Background: an optimization exercise with open tools, aiming at small area, a short achievable clock period and few clock cycles per item. Do not read the settings as production practice. Power and IR drop assume default switching activity.

==> flow/design.v <==
package uvsig_pkg;
    function automatic logic [8:0] inc8(input logic [7:0] x);
        logic [8:0] r;
        logic [7:0] lowmask;
        begin
            r[0] = !x[0];
            for (int i = 1; i < 8; i++)
            begin
                lowmask = 8'((9'd1 << i) - 9'd1);
                r[i] = x[i] ^ (&(x | ~lowmask));
            end
            r[8] = &x;
            inc8 = r;
        end
    endfunction
    function automatic logic [15:0] add16_8(input logic [15:0] a, input logic [7:0] b, input logic ci);
        logic [8:0] lo;
        logic [8:0] hi;
        begin
            lo = {1'b0, a[7:0]} + {1'b0, b} + {8'd0, ci};
            hi = inc8(a[15:8]);
            add16_8 = {lo[8] ? hi[7:0] : a[15:8], lo[7:0]};
        end
    endfunction
endpackage
import uvsig_pkg::*;
module uvsig_calc (
    input  logic [15:0] r0,
    input  logic [15:0] r1,
    input  logic [7:0]  col,
    input  logic        a_r1,      
    input  logic        a_oe,      
    input  logic        a_ci,      
    input  logic        b_r0,      
    input  logic        b_r1,      
    input  logic        d_r0,      
    input  logic        d_r1,      
    input  logic        d_oe,      
    input  logic        d_ci,      
    output logic [15:0] first_index,
    output logic [15:0] second_index,
    output logic [15:0] third_index
);
    logic [8:0] r0i, r1i;
    assign r0i = uvsig_pkg::inc8(r0[15:8]);
    assign r1i = uvsig_pkg::inc8(r1[15:8]);
    function automatic logic [15:0] idx(input logic s0, input logic s1, input logic [15:0] x0,
                                        input logic [15:0] x1, input logic [7:0] x0i,
                                        input logic [7:0] x1i, input logic [7:0] b,
                                        input logic ci);
        logic [7:0] blo, bhi, binc;
        logic [8:0] lo;
        begin
            blo  = (x0[7:0] & {8{s0}}) | (x1[7:0] & {8{s1}});
            bhi  = (x0[15:8] & {8{s0}}) | (x1[15:8] & {8{s1}});
            binc = (x0i & {8{s0}}) | (x1i & {8{s1}}) | {7'd0, !(s0 || s1)};
            lo   = {1'b0, blo} + {1'b0, b} + {8'd0, ci};
            idx  = {lo[8] ? binc : bhi, lo[7:0]};
        end
    endfunction
    assign first_index  = idx(!a_r1, a_r1, r0, r1, r0i[7:0], r1i[7:0], col & {8{a_oe}}, a_ci);
    assign second_index = idx(b_r0, b_r1, r0, r1, r0i[7:0], r1i[7:0], col, 1'b0);
    assign third_index  = idx(d_r0, d_r1, r0, r1, r0i[7:0], r1i[7:0], col & {8{d_oe}}, d_ci);
endmodule
import uvsig_pkg::*;
module uv_sphere_index_generator (
    input  logic         clk,
    input  logic         rst_n,
    input  logic         cfg_write,
    input  logic         cfg_index,
    input  logic [8:0]   cfg_data,
    input  logic         in_valid,
    output logic         in_ready,
    input  logic         restart,
    output logic         out_valid,
    input  logic         out_ready,
    output logic [15:0]  first_index,
    output logic [15:0]  second_index,
    output logic [15:0]  third_index,
    output logic         last_triangle
);
    logic [7:0] vm3, hm1;
    logic       lo3, hi256;
    logic [7:0] cfg_m1;
    logic [8:0] hval;
    assign lo3    = (cfg_data[8:2] == 7'd0);
    assign hi256  = cfg_data[8] && (cfg_data[7:0] != 8'd0);
    assign cfg_m1 = cfg_data[7:0] - 8'd1;
    assign hval   = uvsig_pkg::inc8(hm1);
    always_ff @(posedge clk or negedge rst_n)
    begin
        if (!rst_n)
        begin
            vm3 <= 8'd0;
            hm1 <= 8'd2;
        end
        else if (cfg_write)
        begin
            if (cfg_index)
                hm1 <= lo3 ? 8'd2 : (hi256 ? 8'd255 : cfg_m1);
            else
                vm3 <= lo3 ? 8'd0 : (hi256 ? 8'd253 : cfg_data[7:0] - 8'd3);
        end
    end
    logic       ov, rq_v, sp, stale, busy, rdy;
    logic [3:0] step;
    logic       mb, hz;
    logic        cap, wrp, half, wf;
    logic        c1r;        
    logic [7:0]  band, col;
    logic [15:0] r0, r1;
    logic        a_r1, a_oe, a_ci, b_r0, d_r0, d_oe, d_ci;
    logic [15:0] oa, ob, od;
    logic        ol;
    logic src_v, rs, out_free, emit, wreset;
    assign in_ready = !rq_v;
    assign src_v    = rq_v || in_valid;
    assign rs       = (!rq_v && restart) || sp;
    assign out_free = !ov || out_ready;
    assign wreset   = src_v && rs;
    assign emit     = rdy && out_free && (rq_v || (in_valid && !restart));
    logic [8:0] col_inc, band_inc;
    logic       c1ge, c2ge, cge, band_end, natural, last;
    assign col_inc  = uvsig_pkg::inc8(col);
    assign band_inc = uvsig_pkg::inc8(band);
    assign c1ge     = col_inc >= {1'b0, hm1};
    assign cge      = col >= hm1;
    assign c2ge     = ({1'b0, col} + 9'd2) >= {1'b0, hm1};
    assign band_end = band >= vm3;
    assign natural  = band == vm3;
    assign last     = wrp && half;
    logic       n_cap, n_wrp, n_half, n_wf, n_c1;
    logic [7:0] n_band, n_col;
    logic       n_base0, n_step, n_bad;
    logic       fin, done, start_rc;
    assign fin      = busy && step[3];
    assign done     = fin && (step[0] || !cap);
    assign start_rc = stale && !busy && !sp;
    always_comb
    begin
        n_cap   = cap;
        n_wrp   = wrp;
        n_half  = !half;
        n_wf    = wf;
        n_c1    = c1r;
        n_band  = band;
        n_col   = col;
        n_base0 = 1'b0;
        n_step  = 1'b0;
        n_bad   = 1'b0;
        if (wreset)
        begin
            n_base0 = 1'b1;
            n_cap   = 1'b0;
            n_wrp   = 1'b0;
            n_half  = 1'b0;
            n_wf    = 1'b0;
            n_c1    = 1'b0;
            n_band  = 8'd0;
            n_col   = 8'd0;
        end
        else if (busy)
        begin
            n_half = half;
            n_wf   = wrp || cge;
            n_c1   = wrp || c1ge;
            if (wrp)
                n_col = hm1;
        end
        else if (last)
        begin
            n_base0 = 1'b1;
            n_cap   = 1'b0;
            n_wrp   = 1'b0;
            n_half  = 1'b0;
            n_wf    = 1'b0;
            n_c1    = 1'b0;
            n_band  = 8'd0;
            n_col   = 8'd0;
        end
        else if (half)
        begin
            if (!cap)
            begin
                if (wf)
                begin
                    n_col  = 8'd0;
                    n_wf   = 1'b0;
                    n_c1   = 1'b0;
                    n_step = 1'b1;
                    if (band_end)
                    begin
                        n_band = 8'd0;
                        n_cap  = 1'b1;
                        n_bad  = !natural;
                    end
                    else
                    begin
                        n_band = band_inc[7:0];
                    end
                end
                else
                begin
                    n_col = col_inc[7:0];
                    n_wf  = c1r;
                    n_c1  = c2ge;
                end
            end
            else
            begin
                if (c1r)
                begin
                    n_col = hm1;
                    n_wrp = 1'b1;
                    n_wf  = 1'b1;
                    n_c1  = 1'b1;
                end
                else
                begin
                    n_col = col_inc[7:0];
                    n_wf  = 1'b0;
                    n_c1  = c2ge;
                end
            end
        end
    end
    logic [7:0]  mult;
    logic        horner, add_h;
    logic [15:0] add_a, add_s;
    assign mult   = cap ? vm3 : band;
    assign horner = hz;
    assign add_h  = horner ? mb : 1'b1;
    assign add_a  = horner ? {r1[14:0], 1'b0} : r1;
    assign add_s  = uvsig_pkg::add16_8(add_a, hm1 & {8{add_h}}, add_h);
    logic sp_n, stale_n, busy_n;
    always_comb
    begin
        sp_n    = sp && !wreset;
        stale_n = stale;
        busy_n  = busy;
        if (cfg_write)
        begin
            stale_n = 1'b1;
            busy_n  = 1'b0;
        end
        else if (wreset)
        begin
            stale_n = 1'b0;
            busy_n  = 1'b0;
        end
        else if (emit)
        begin
            if (n_bad)
                stale_n = 1'b1;
        end
        else if (start_rc)
        begin
            busy_n = 1'b1;
        end
        else if (done)
        begin
            busy_n  = 1'b0;
            stale_n = 1'b0;
        end
    end
    always_ff @(posedge clk or negedge rst_n)
    begin
        if (!rst_n)
        begin
            ov    <= 1'b0;
            rq_v  <= 1'b0;
            sp    <= 1'b1;
            stale <= 1'b0;
            busy  <= 1'b0;
            rdy   <= 1'b0;
            hz    <= 1'b0;
            step  <= 4'd0;
        end
        else
        begin
            if (emit)
                ov <= 1'b1;
            else if (out_ready)
                ov <= 1'b0;
            if (rq_v)
                rq_v <= !emit;
            else
                rq_v <= in_valid && !emit;
            sp    <= sp_n;
            stale <= stale_n;
            busy  <= busy_n;
            rdy   <= !sp_n && !stale_n && !busy_n;
            hz <= busy_n && (start_rc || (step[2:0] != 3'd7 && !step[3]));
            if (start_rc)
                step <= 4'd0;
            else if (busy)
                step <= step + 4'd1;
        end
    end
    logic [15:0] t_a, t_b, t_d;
    uvsig_calc u_calc (
        .r0           (r0),
        .r1           (r1),
        .col          (col),
        .a_r1         (a_r1),
        .a_oe         (a_oe),
        .a_ci         (a_ci),
        .b_r0         (b_r0),
        .b_r1         (!cap),
        .d_r0         (d_r0),
        .d_r1         (half),
        .d_oe         (d_oe),
        .d_ci         (d_ci),
        .first_index  (t_a),
        .second_index (t_b),
        .third_index  (t_d)
    );
    always_ff @(posedge clk)
    begin
        if (emit)
        begin
            oa <= t_a;
            ob <= t_b;
            od <= t_d;
            ol <= last;
        end
        if (start_rc)
            mb <= mult[7];
        else
            mb <= mult[3'd6 - step[2:0]];
        if (emit || wreset || done)
        begin
            cap  <= n_cap;
            wrp  <= n_wrp;
            half <= n_half;
            band <= n_band;
            col  <= n_col;
            wf   <= n_wf;
            c1r  <= n_c1;
            a_r1 <= n_cap && !n_half;
            a_oe <= (!n_cap && !n_half) || (!(n_cap && !n_half) && !n_wf);
            a_ci <= n_half && !n_wf;
            b_r0 <= n_cap && n_half;
            d_r0 <= !n_cap && !n_half;
            d_oe <= !n_wf && !(n_cap && n_half);
            d_ci <= (n_cap && n_half) || !n_wf;
        end
        if (emit || wreset)
        begin
            if (n_base0)
            begin
                r0 <= 16'd0;
                r1 <= {7'd0, hval};
            end
            else if (n_step)
            begin
                r0 <= r1;
                r1 <= add_s;
            end
        end
        else if (start_rc)
        begin
            r1 <= 16'd0;
        end
        else if (busy)
        begin
            if (step[3])
                r0 <= r1;
            r1 <= add_s;
        end
    end
    assign out_valid     = ov;
    assign first_index   = oa;
    assign second_index  = ob;
    assign third_index   = od;
    assign last_triangle = ol;
endmodule
==> flow/config.mk <==
export PLATFORM = sky130hd
export DESIGN_NAME = uv_sphere_index_generator
export DESIGN_NICKNAME = uv_sphere_index_generator
export VERILOG_FILES = /design/flow/design.v
export SDC_FILE = /design/flow/constraint.sdc
export NUM_CORES = 4
export LEC_CHECK = 0
export ABC_AREA = 1
export CAP_MARGIN = 20
export CORE_MARGIN = 2
export CORE_UTILIZATION = 40
export CTS_BUF_LIST = sky130_fd_sc_hd__clkbuf_8
export CTS_CLUSTER_SIZE = 30
export SETUP_SLACK_MARGIN = 3.2
export SLEW_MARGIN = 20
==> flow/constraint.sdc <==
create_clock -name core_clock -period 5.5 [get_ports {clk}]
set_input_delay 1.1000 -clock core_clock [delete_from_list [all_inputs] [get_ports {clk}]]
set_output_delay 1.1000 -clock core_clock [all_outputs]
set_load 0.01 [all_outputs]
standard.sh (not shown) runs the stock make flow with config.mk's settings and CLKGATE_MAP_FILE= SYNTH_SCRIPT=/design/flow/synth_recipe.tcl, a recipe that flattens the netlist after the stock synthesis.
==> flow/flow/run.sh <==
#!/bin/bash
# The standard layout, with two changes: the port buffers are plain buffers
# (sky130_fd_sc_hd__buf_2) rather than the cell buffer_ports picks by itself,
# and synthesis leaves adders to ABC instead of mapping them to full/half
# adder cells first (ADDER_MAP_FILE empty). Registers are unchanged.
set -euo pipefail
bash standard.sh finish "BUFFER_PORTS_ARGS=-buffer_cell sky130_fd_sc_hd__buf_2" "ADDER_MAP_FILE=" > flow_make.log 2>&1
Edit:
--- a/flow/design.v
+++ b/flow/design.v
@@ -41,26 +41,13 @@
     output logic [15:0] second_index,
     output logic [15:0] third_index
 );
-    logic [8:0] r0i, r1i;
-    assign r0i = uvsig_pkg::inc8(r0[15:8]);
-    assign r1i = uvsig_pkg::inc8(r1[15:8]);
-    function automatic logic [15:0] idx(input logic s0, input logic s1, input logic [15:0] x0,
-                                        input logic [15:0] x1, input logic [7:0] x0i,
-                                        input logic [7:0] x1i, input logic [7:0] b,
-                                        input logic ci);
-        logic [7:0] blo, bhi, binc;
-        logic [8:0] lo;
-        begin
-            blo  = (x0[7:0] & {8{s0}}) | (x1[7:0] & {8{s1}});
-            bhi  = (x0[15:8] & {8{s0}}) | (x1[15:8] & {8{s1}});
-            binc = (x0i & {8{s0}}) | (x1i & {8{s1}}) | {7'd0, !(s0 || s1)};
-            lo   = {1'b0, blo} + {1'b0, b} + {8'd0, ci};
-            idx  = {lo[8] ? binc : bhi, lo[7:0]};
-        end
-    endfunction
-    assign first_index  = idx(!a_r1, a_r1, r0, r1, r0i[7:0], r1i[7:0], col & {8{a_oe}}, a_ci);
-    assign second_index = idx(b_r0, b_r1, r0, r1, r0i[7:0], r1i[7:0], col, 1'b0);
-    assign third_index  = idx(d_r0, d_r1, r0, r1, r0i[7:0], r1i[7:0], col & {8{d_oe}}, d_ci);
+    logic [15:0] a_base, b_base, d_base;
+    assign a_base = a_r1 ? r1 : r0;
+    assign b_base = (r0 & {16{b_r0}}) | (r1 & {16{b_r1}});
+    assign d_base = (r0 & {16{d_r0}}) | (r1 & {16{d_r1}});
+    assign first_index  = uvsig_pkg::add16_8(a_base, col & {8{a_oe}}, a_ci);
+    assign second_index = uvsig_pkg::add16_8(b_base, col, 1'b0);
+    assign third_index  = uvsig_pkg::add16_8(d_base, col & {8{d_oe}}, d_ci);
 endmodule
 import uvsig_pkg::*;
 module uv_sphere_index_generator (
@@ -110,6 +97,13 @@
     logic [7:0]  band, col;
     logic [15:0] r0, r1;
     logic        a_r1, a_oe, a_ci, b_r0, d_r0, d_oe, d_ci;
+    assign a_r1 = cap && !half;
+    assign a_oe = (!cap && !half) || (!(cap && !half) && !wf);
+    assign a_ci = half && !wf;
+    assign b_r0 = cap && half;
+    assign d_r0 = !cap && !half;
+    assign d_oe = !wf && !(cap && half);
+    assign d_ci = (cap && half) || !wf;
     logic [15:0] oa, ob, od;
     logic        ol;
     logic src_v, rs, out_free, emit, wreset;
@@ -337,13 +331,6 @@
             col  <= n_col;
             wf   <= n_wf;
             c1r  <= n_c1;
-            a_r1 <= n_cap && !n_half;
-            a_oe <= (!n_cap && !n_half) || (!(n_cap && !n_half) && !n_wf);
-            a_ci <= n_half && !n_wf;
-            b_r0 <= n_cap && n_half;
-            d_r0 <= !n_cap && !n_half;
-            d_oe <= !n_wf && !(n_cap && n_half);
-            d_ci <= (n_cap && n_half) || !n_wf;
         end
         if (emit || wreset)
         begin
=> Clock skew is about the same. Area after synthesis came out lower by 4.2%. Final area came out higher by 1.7%. Total power came out lower by 8.6%. Die area came out lower by 4.1%. Setup slack gains 0.042 ns. Sequential power came out lower by about 6%. Global-route usage came out lower by 0.11 points. Clock power came out lower by 13%. First-iteration DRC count came out lower by 13%. Count of clock-buffer cells in the layout stays the same.
Function was not checked in any run of this note: the RTL went through the layout flow alone.

## separate check: timing with driven ports
Ports are ideal in the flow. The routed layouts listed here were re-timed in OpenROAD.
Step 1 sets driving cells, clkbuf_16 on the clock port and buf_2 on the other inputs (assumed; they add their load-dependent delay and slew).
Step 2, shift: input delay + t, output delay - t, t = (earliest + latest rising clock arrival at the registers) / 2. This alone moves slack from input paths to output paths.
Three values: ideal ports, drivers, drivers and shift; two values: the first two.
| run | t (ns) | setup WS [ns] | hold WS [ns] | latest minus earliest clock arrival (ns) | pins driven straight from the clock port |
|---|---|---|---|---|---|
| the first run | 0.512 | 3.129 / 3.141 / 2.629 | 0.564 / 0.564 / 0.564 | 0.016 / 0.016 | 1 |
| the second run | 0.504 | 3.172 / 3.172 / 2.693 | 0.539 / 0.539 / 0.539 | 0.021 / 0.022 | 1 |
After both steps every run listed still meets setup and hold. For the first run, which loses most, drivers alone change the setup slack by +0.012 ns; drivers and shift together by -0.500 ns.
